Context: an optimization exercise on an open-source flow, tuned for small area and a short achievable clock period. The choices shown serve that exercise and are no tape-out recipe. The RTL was checked by simulation tests, not by an equivalence proof against the original design. No activity file was given, so power comes from the tool's default toggle rates.

==> flow/design.v <==
package cmvPkg;
    typedef struct packed {
        logic                   write;  
        logic [7-1:0] addr;
        logic [8-1:0] data;  
    } spiCmdT;
    typedef enum logic [2:0] {
        SPI_IDLE,
        SPI_ENABLE,   
        SPI_SHIFT,    
        SPI_TAIL,     
        SPI_DISABLE   
    } spiStateT;
    typedef enum logic [1:0] {
        SEQ_IDLE,
        SEQ_SETTLE,
        SEQ_REQUEST,  
        SEQ_STREAM
    } seqStateT;
    typedef struct packed {
        logic                   valid;
        logic [8-1:0] data;
    } pixelBeatT;
    typedef struct packed {
        logic                    dataValid;
        logic [10-1:0] data;
    } sensorInT;
endpackage
module spiRegPort (
    input  logic                   clk,
    input  logic                   rstN,
    input  logic                   spiStart,
    input  cmvPkg::spiCmdT         spiCmd,
    input  logic                   spiMiso,
    output logic                   spiBusy,
    output logic                   spiDone,
    output logic [8-1:0] readData,
    output logic                   sysResN,
    output logic                   spiEn,
    output logic                   spiSck,
    output logic                   spiMosi
);
    localparam int CMD_W = 1 + 7 + 8;  
    localparam int IDX_W = $clog2(CMD_W);
    localparam int DATA_FIRST = 1 + 7;  
    cmvPkg::spiStateT state;
    logic             phase;  
    logic [IDX_W-1:0] bitIdx;
    logic [CMD_W-1:0]       shiftReg;  
    logic [8-1:0] rxShift;
    logic                   writeOp;
    always_ff @(posedge clk or negedge rstN) begin
        if (!rstN) begin
            state    <= cmvPkg::SPI_IDLE;
            phase    <= 1'b0;
            bitIdx   <= '0;
            sysResN  <= 1'b0;  
            readData <= '0;
        end else begin
            case (state)
                cmvPkg::SPI_IDLE: begin
                    if (spiStart) begin
                        state   <= cmvPkg::SPI_ENABLE;
                        sysResN <= 1'b1;  
                    end
                end
                cmvPkg::SPI_ENABLE: begin
                    state  <= cmvPkg::SPI_SHIFT;
                    phase  <= 1'b0;
                    bitIdx <= '0;
                end
                cmvPkg::SPI_SHIFT: begin
                    if (!phase) begin
                        phase <= 1'b1;
                    end else begin
                        phase <= 1'b0;
                        if (bitIdx == IDX_W'(CMD_W - 1)) begin
                            state <= cmvPkg::SPI_TAIL;  
                        end else begin
                            bitIdx <= bitIdx + 1'b1;
                        end
                    end
                end
                cmvPkg::SPI_TAIL: begin
                    state <= cmvPkg::SPI_DISABLE;
                    if (!writeOp) readData <= rxShift;  
                end
                cmvPkg::SPI_DISABLE: state <= cmvPkg::SPI_IDLE;
                default:             state <= cmvPkg::SPI_IDLE;
            endcase
        end
    end
    always_ff @(posedge clk) begin
        if (state == cmvPkg::SPI_IDLE && spiStart) begin
            shiftReg <= {spiCmd.write, spiCmd.addr,
                         spiCmd.data & {8{spiCmd.write}}};
            writeOp  <= spiCmd.write;
        end else if (state == cmvPkg::SPI_SHIFT && phase) begin
            shiftReg <= {shiftReg[CMD_W-2:0], 1'b0};  
            if (bitIdx >= IDX_W'(DATA_FIRST)) begin
                rxShift <= {rxShift[8-2:0], spiMiso};  
            end
        end
    end
    assign spiBusy = (state != cmvPkg::SPI_IDLE);
    assign spiDone = (state == cmvPkg::SPI_DISABLE);
    assign spiEn   = (state == cmvPkg::SPI_ENABLE) || (state == cmvPkg::SPI_SHIFT) ||
                     (state == cmvPkg::SPI_TAIL);
    assign spiSck  = (state == cmvPkg::SPI_SHIFT) && phase;
    assign spiMosi = spiEn && shiftReg[CMD_W-1];  
endmodule
module frameSequencer #(
    parameter int frameRows = 480
) (
    input  logic clk,
    input  logic rstN,
    input  logic frameStart,
    input  logic rowDone,
    output logic frameBusy,
    output logic frameReq,
    output logic streamEn,
    output logic frameDone
);
    localparam int SETTLE_W = $clog2(2500);
    localparam int ROW_W = $clog2(frameRows + 1);
    cmvPkg::seqStateT    state;
    logic [SETTLE_W-1:0] settleCnt;
    logic [ROW_W-1:0]    rowCnt;  
    always_ff @(posedge clk or negedge rstN) begin
        if (!rstN) begin
            state     <= cmvPkg::SEQ_IDLE;
            settleCnt <= '0;
            rowCnt    <= '0;
            frameDone <= 1'b0;
        end else begin
            frameDone <= 1'b0;  
            case (state)
                cmvPkg::SEQ_IDLE: begin
                    if (frameStart) begin
                        state     <= cmvPkg::SEQ_SETTLE;
                        settleCnt <= '0;
                    end
                end
                cmvPkg::SEQ_SETTLE: begin
                    if (settleCnt == SETTLE_W'(2500 - 1)) begin
                        state <= cmvPkg::SEQ_REQUEST;
                    end else begin
                        settleCnt <= settleCnt + 1'b1;
                    end
                end
                cmvPkg::SEQ_REQUEST: begin
                    state  <= cmvPkg::SEQ_STREAM;
                    rowCnt <= '0;
                end
                cmvPkg::SEQ_STREAM: begin
                    if (rowDone) begin
                        if (rowCnt == ROW_W'(frameRows - 1)) begin
                            state     <= cmvPkg::SEQ_IDLE;  
                            frameDone <= 1'b1;
                        end else begin
                            rowCnt <= rowCnt + 1'b1;
                        end
                    end
                end
            endcase
        end
    end
    assign frameBusy = (state != cmvPkg::SEQ_IDLE);
    assign frameReq  = (state == cmvPkg::SEQ_REQUEST);
    assign streamEn  = (state == cmvPkg::SEQ_STREAM);
endmodule
module rowCropper (
    input  logic                clk,
    input  logic                rstN,
    input  logic                streamEn,
    input  cmvPkg::sensorInT    sensorIn,
    output cmvPkg::pixelBeatT   pixelBeat,
    output logic                rowDone
);
    localparam int CNT_W = $clog2(648 + 1);
    localparam int FIRST_PIX = 4;
    localparam int LAST_PIX = 648 - 4 - 1;
    logic [CNT_W-1:0]       pixCnt;  
    logic                   dvPrev;
    logic                   beatValid;
    logic [8-1:0] beatData;
    logic                   inWindow;
    logic                   rowFull;
    logic                   dvFall;
    assign inWindow = (pixCnt >= CNT_W'(FIRST_PIX)) && (pixCnt <= CNT_W'(LAST_PIX));
    assign rowFull  = (pixCnt == CNT_W'(648));
    assign dvFall   = dvPrev && !sensorIn.dataValid;
    always_ff @(posedge clk or negedge rstN) begin
        if (!rstN) begin
            pixCnt    <= '0;
            dvPrev    <= 1'b0;
            beatValid <= 1'b0;
            rowDone   <= 1'b0;
        end else begin
            dvPrev    <= sensorIn.dataValid;
            beatValid <= 1'b0;
            rowDone   <= 1'b0;
            if (!streamEn) begin
                pixCnt <= '0;  
            end else if (dvFall && rowFull) begin
                pixCnt  <= '0;
                rowDone <= 1'b1;
            end else if (sensorIn.dataValid) begin
                beatValid <= inWindow;  
                if (!rowFull) pixCnt <= pixCnt + 1'b1;
            end
        end
    end
    always_ff @(posedge clk) begin
        beatData <= sensorIn.data[10-1 -: 8];
    end
    assign pixelBeat.valid = beatValid;
    assign pixelBeat.data  = beatData;
endmodule
module pixelFifo (
    input  logic                   clk,
    input  logic                   rstN,
    input  cmvPkg::pixelBeatT      pixelBeat,
    input  logic                   pixelRd,
    input  logic                   frameBusy,
    output logic [8-1:0] pixelData,
    output logic                   pixelAvail,
    output logic                   almostFull,
    output logic                   overflow
);
    localparam int AW = $clog2(256);
    logic [8-1:0] mem [256];
    logic [AW-1:0]          wrPtr;
    logic [AW-1:0]          rdPtr;
    logic [AW:0]            fillCount;  
    logic                   full;
    logic                   wrEn;
    logic                   rdEn;
    logic                   frameBusyPrev;
    logic                   clearOverflow;
    assign full          = (fillCount == (AW+1)'(256));
    assign wrEn          = pixelBeat.valid && !full;  
    assign rdEn          = pixelRd && pixelAvail;     
    assign clearOverflow = frameBusy && !frameBusyPrev;  
    always_ff @(posedge clk or negedge rstN) begin
        if (!rstN) begin
            wrPtr         <= '0;
            rdPtr         <= '0;
            fillCount     <= '0;
            overflow      <= 1'b0;
            frameBusyPrev <= 1'b0;
        end else begin
            frameBusyPrev <= frameBusy;
            if (wrEn) wrPtr <= wrPtr + 1'b1;  
            if (rdEn) rdPtr <= rdPtr + 1'b1;
            fillCount <= fillCount + (AW+1)'(wrEn) - (AW+1)'(rdEn);
            if (pixelBeat.valid && full) begin
                overflow <= 1'b1;  
            end else if (clearOverflow) begin
                overflow <= 1'b0;
            end
        end
    end
    always_ff @(posedge clk) begin
        if (wrEn) mem[wrPtr] <= pixelBeat.data;
    end
    assign pixelData  = mem[rdPtr];
    assign pixelAvail = (fillCount != '0);
    assign almostFull = (fillCount >= (AW+1)'(224));
endmodule
module cmvCaptureTop #(
    parameter int frameRows = 480
) (
    input  logic                   clk,
    input  logic                   rstN,
    input  logic                   spiStart,
    input  logic [15:0]            spiCmd,    
    output logic                   spiBusy,
    output logic                   spiDone,
    output logic [8-1:0] readData,
    input  logic                   spiMiso,
    output logic                   sysResN,
    output logic                   spiEn,
    output logic                   spiSck,
    output logic                   spiMosi,
    output logic                   frameReq,
    input  logic [10:0]            sensorIn,  
    input  logic                   frameStart,
    output logic                   frameBusy,
    output logic                   frameDone,
    input  logic                   pixelRd,
    output logic [8-1:0] pixelData,
    output logic                   pixelAvail,
    output logic                   almostFull,
    output logic                   overflow
);
    logic              streamEn;
    logic              rowDone;
    cmvPkg::pixelBeatT pixelBeat;
    spiRegPort i_spi (
        .clk(clk), .rstN(rstN),
        .spiStart(spiStart), .spiCmd(spiCmd), .spiMiso(spiMiso),
        .spiBusy(spiBusy), .spiDone(spiDone), .readData(readData),
        .sysResN(sysResN), .spiEn(spiEn), .spiSck(spiSck), .spiMosi(spiMosi)
    );
    frameSequencer #(.frameRows(frameRows)) i_seq (
        .clk(clk), .rstN(rstN),
        .frameStart(frameStart), .rowDone(rowDone),
        .frameBusy(frameBusy), .frameReq(frameReq),
        .streamEn(streamEn), .frameDone(frameDone)
    );
    rowCropper i_crop (
        .clk(clk), .rstN(rstN),
        .streamEn(streamEn), .sensorIn(sensorIn),
        .pixelBeat(pixelBeat), .rowDone(rowDone)
    );
    pixelFifo i_fifo (
        .clk(clk), .rstN(rstN),
        .pixelBeat(pixelBeat), .pixelRd(pixelRd),
        .frameBusy(frameBusy),  
        .pixelData(pixelData), .pixelAvail(pixelAvail),
        .almostFull(almostFull), .overflow(overflow)
    );
endmodule
==> flow/run.sh <==
#!/bin/bash
# synth_recipe.tcl (not shown) runs the flow's synth.tcl, then flattens the netlist and writes it again
# the make line also repeats each setting of config.mk as NAME=value (left out here)
make -C /OpenROAD-flow-scripts/flow DESIGN_CONFIG=/design/flow/config.mk WORK_HOME=/design/flow/orfs CLKGATE_MAP_FILE= SYNTH_SCRIPT=/design/flow/synth_recipe.tcl finish
==> flow/config.mk <==
export PLATFORM = sky130hd
export DESIGN_NAME = cmvCaptureTop
export DESIGN_NICKNAME = cmvCaptureTop
export VERILOG_FILES = /design/flow/design.v
export SDC_FILE = /design/flow/constraint.sdc
export NUM_CORES = 4
export LEC_CHECK = 0
export CAP_MARGIN = 20
export CORE_MARGIN = 2
export CORE_UTILIZATION = 40
export SLEW_MARGIN = 20
export SYNTH_MEMORY_MAX_BITS = 4096
==> flow/constraint.sdc <==
create_clock -name core_clock -period 10.0 [get_ports {clk}]
set_input_delay 2.0000 -clock core_clock [delete_from_list [all_inputs] [get_ports {clk}]]
set_output_delay 2.0000 -clock core_clock [all_outputs]
set_load 0.01 [all_outputs]
==> flow_metrics.py <==
metrics = {
    "status": {
        "status": "complete, no violations",
    },
    "timing": {
        "max_freq_mhz": 125,
        "setup_viol": 0,
        "setup-tns-final_ns": 0,
        "finalHoldViolCount": 0,
        "rsz0062_at_grt": "false",
        "slew_headroom_pct": 16.5,
        "finClkSkew_ns": 0.0613,
        "period_needed_ns": 8.02,
        "period_share_pct": 80.2,
        "worst_pin_slew_ns": 1.24,
        "drv_slew": 0,
    },
    "die": {
        "fp.dieW_um": 464,
        "dieArea_mm2": 0.215,
        "io_pins": 61,
        "rows": 168,
        "core_area_mm2": 0.210,
        "die_h_um": 464,
        "start_util_pct": 40.3,
    },
    "place": {
        "gp_routability_congestion": 0.836,
        "port_buffers": 58,
        "dpl.hpwl_um": 125000,
        "placed_cells": 6828,
    },
    "grt": {
        "grt_pass1_wl_um": 303000,
        "antenna_found_initial": 7,
        "grtUsageTotal_pct": 19.4,
        "grt_overflow_total": 0,
        "grt_pass1_vias": 41800,
        "grt_max_degree": 205,
    },
    "synthesis": {
        "synthTopCellsByArea": "edfxtp_1 74%, mux4_2 14%, dfrtp_1 2.4%, mux2i_1 1.7%, nor2_1 1.5%",
        "synth_edf_count": 2073,
        "ys_seq_elements": 2162,
        "synth.most_common_cell": "edfxtp_1",
        "synth_ff_type": "edfxtp_1",
        "synth_top_area_share_pct": 73.6,
        "async_flop_share_pct": 3.75,
        "yosysWarnings": 4,
        "synthesis.area_mm2": 0.0845,
        "synth_cells": 4100,
        "syn_area_per_cell_um2": 20.6,
        "ys_seq_area_share_pct": 76.2,
        "syn-num-nets": 4165,
        "synth.distinct_cells": 67,
        "synthTopCellsByCount": "2073 x edfxtp_1, 515 x mux4_2, 337 x nor2_1, 146 x mux2i_1, 129 x nand2_1",
        "synth_top_area_cell": "edfxtp_1",
    },
    "worst_hold_path": {
        "hold_path_class": "reg -> reg",
        "whs_path_depth": 0,
        "hold_path_end": "i_spi.rxShift[4]$_DFFE_PP_",
        "hold_start": "i_spi.rxShift[3]$_DFFE_PP_",
    },
    "power_and_ir_drop": {
        "power.leakage_nw": 29.8,
        "power_density_mw_per_mm2": 263,
        "vdd_drop_max_uv": 202,
    },
    "clock_tree": {
        "post_cts_buffers": 0,
        "cts_htree_levels": 4,
        "cts_tree": "yes",
        "cts_inserted_buffers": 215,
        "root_buffer": "clkbuf_16",
        "cts_resized": 0,
        "cts_sinks": 2162,
        "ctsHoldBuffers": 0,
        "cts_buffer_depth": 3,
        "clk_latency_ns": 0.87,
        "clk_pin_slew_ns": 0.06,
    },
    "worst_setup_path": {
        "endpoint_kind": "primary output",
        "worstReg2RegEnd": "i_fifo.mem[45][2]$_DFFE_PP_",
        "cp.required_ns": 8.00,
        "rrSetupSlack_ns": 5.79,
        "worstPathMaxFanout": 32,
        "start_kind": "flop",
        "reg2regPathDepth": 9,
        "r2r_start": "i_fifo.fillCount[3]$_DFF_PN0_",
        "path_class": "reg -> out",
        "crit_arrival_ns": 6.02,
    },
    "detailed_routing": {
        "dr.pass1.iters": 6,
        "wl_per_cell_um": 29.1,
        "drt_iter0_markers": 5233,
        "drc_errors": 0,
        "vias": 41200,
        "ant_nets": 0,
        "routed_wl_um": 210000,
        "viasPerCell": 5.70,
    },
    "cells_and_area": {
        "final_nets": 4307,
        "drive_above_1_share_pct": 21.9,
        "final_cells": 7228,
        "area_growth_pct": 12.8,
    },
    "run": {
        "maxCapViolCount": 0,
    },
}
## where the power goes
group | internal, W | switching [W]
sequential | 0.0100 | 0.000204
clock | 0.00445 | 0.00352
combinational | 0.00287 | 0.00395
total | 0.0174 | 0.00768
## area by class of cell
class	count	area, µm²
Tap cell	2805	3510
Multi-Input combinational cell	1679	18800
Inverter	36	144
Sequential cell	2162	64500
Fill cell	17700	114000
Antenna cell	4	10.0
Timing Repair Buffer	148	1420
Clock inverter	127	1330
Clock buffer	267	5620
## flip-flops by register name, summed over array words and instances, names as in the netlist, 2 cells and up
name	count
i_seq.rowCnt	9
i_fifo.mem	2048
i_fifo.fillCount	9
i_spi.state	3
i_seq.state	2
i_seq.settleCnt	12
i_fifo.rdPtr	8
i_spi.shiftReg	16
i_crop.beatData	8
i_fifo.wrPtr	8
i_spi.readData	8
i_spi.rxShift	8
i_spi.bitIdx	4
i_crop.pixCnt	10
## how the worst max path moves through the flow
| stage | startpoint | end | slack [ns] |
|---|---|---|---|
| global route | i_fifo.rdPtr[0]$_DFFE_PN0P_ | pixelData[2] | 1.82 |
| floorplan | i_fifo.rdPtr[0]$_DFFE_PN0P_ | pixelData[6] | 5.68 |
| detailed placement | i_fifo.rdPtr[0]$_DFFE_PN0P_ | pixelData[2] | 2.85 |
| finish | i_fifo.rdPtr[0]$_DFFE_PN0P_ | pixelData[7] | 1.98 |
| CTS | i_fifo.rdPtr[0]$_DFFE_PN0P_ | pixelData[2] | 1.91 |
| global placement | i_fifo.rdPtr[0]$_DFFE_PN0P_ | pixelData[2] | 2.86 |
## through the flow
step	worst slack, ns	power, W	hold WS (ns)	utilization [%]	instance area [µm²]
after CTS	1.91	0.0252	0.447	45.4	95300
after detailed placement	2.85	0.0173	0.433	42.1	88300
final	1.98	0.0250	0.442	45.4	95300
after global routing	1.82	0.0259	0.462	45.4	95300
after global placement	2.86	0.0173	0.427	42.1	88300
after floorplan	5.68	0.0149	0.420	-	84500
## logic make-up (layout without fill, tap and decap cells)
logic type	Yosys count	in the layout	share of synthesized area, %
and+or+nand+nor	621	621	3.15
muxes	682	682	15.7
adders and majority gates	32	32	0.483
DFF	2162	2162	76.2
other	0	4	0
AOI/OAI and AO/OA	301	301	2.41
buffers and inverters	259	578	1.55
xor gates and xnor gates	43	43	0.446
## worst max-delay path, cell delays in order, from the launching register on
cell	delay [ns]
dfrtp_4	0.98
buf_4	0.45
mux4_2	0.54
a22o_1	0.26
a221oi_1	0.44
o21ai_0	0.29
buf_4	0.25
a2111oi_0	0.80
o31ai_1	0.45
clkdlybuf4s50_1	0.59
## cell usage in the layout, fill, tap and decap left out, types with 31 or more instances in the layout
cell,n
nand3_1,47
buf_4,77
nand2_1,121
o21ai_0,53
a21oi_1,50
clkinv_2,45
o22ai_1,35
inv_1,33
a22oi_1,52
clkbuf_16,215
clkinv_1,41
ha_1,31
mux2i_1,146
nor2_1,334
clkdlybuf4s50_1,57
mux4_2,515
dfrtp_1,76
edfxtp_1,2073
clkbuf_1,48
## per-layer routing
| metal | GRT usage [%] | vias up | routed length, µm |
|---|---|---|---|
| met4 | 5.83 | 0 | 6470 |
| met3 | 3.33 | 337 | 15600 |
| met5 | 0 | - | 0 |
| met2 | 31.2 | 1595 | 102000 |
| met1 | 27.2 | 22100 | 86700 |
| li1 | - | 17200 | - |

separate check: timing with driven ports:
How much do the figures lean on ideal ports? The routed layout below was timed once more, with nothing changed but the port constraints. Step 1 sets driving cells, clkbuf_16 on the clock port and buf_2 on the other inputs (assumed; they add their load-dependent delay and slew). Step 2 adds t to the input delays and takes it off the output delays; t is the mean of the earliest and latest rising clock arrival at the registers after step 1. Input paths then give back, and output paths get back, about the clock's delay inside the block. Slacks: ideal ports / drivers / drivers and shift; pairs: ideal ports / drivers.
t, ns: 0.932
setup slack, ns: 1.980 / 1.891 / 2.823
worst hold slack (ns): 0.442 / 0.442 / 0.442
After both steps this run still meets setup and hold. For this run, drivers alone change the setup slack by -0.089 ns; drivers and shift together by +0.843 ns.
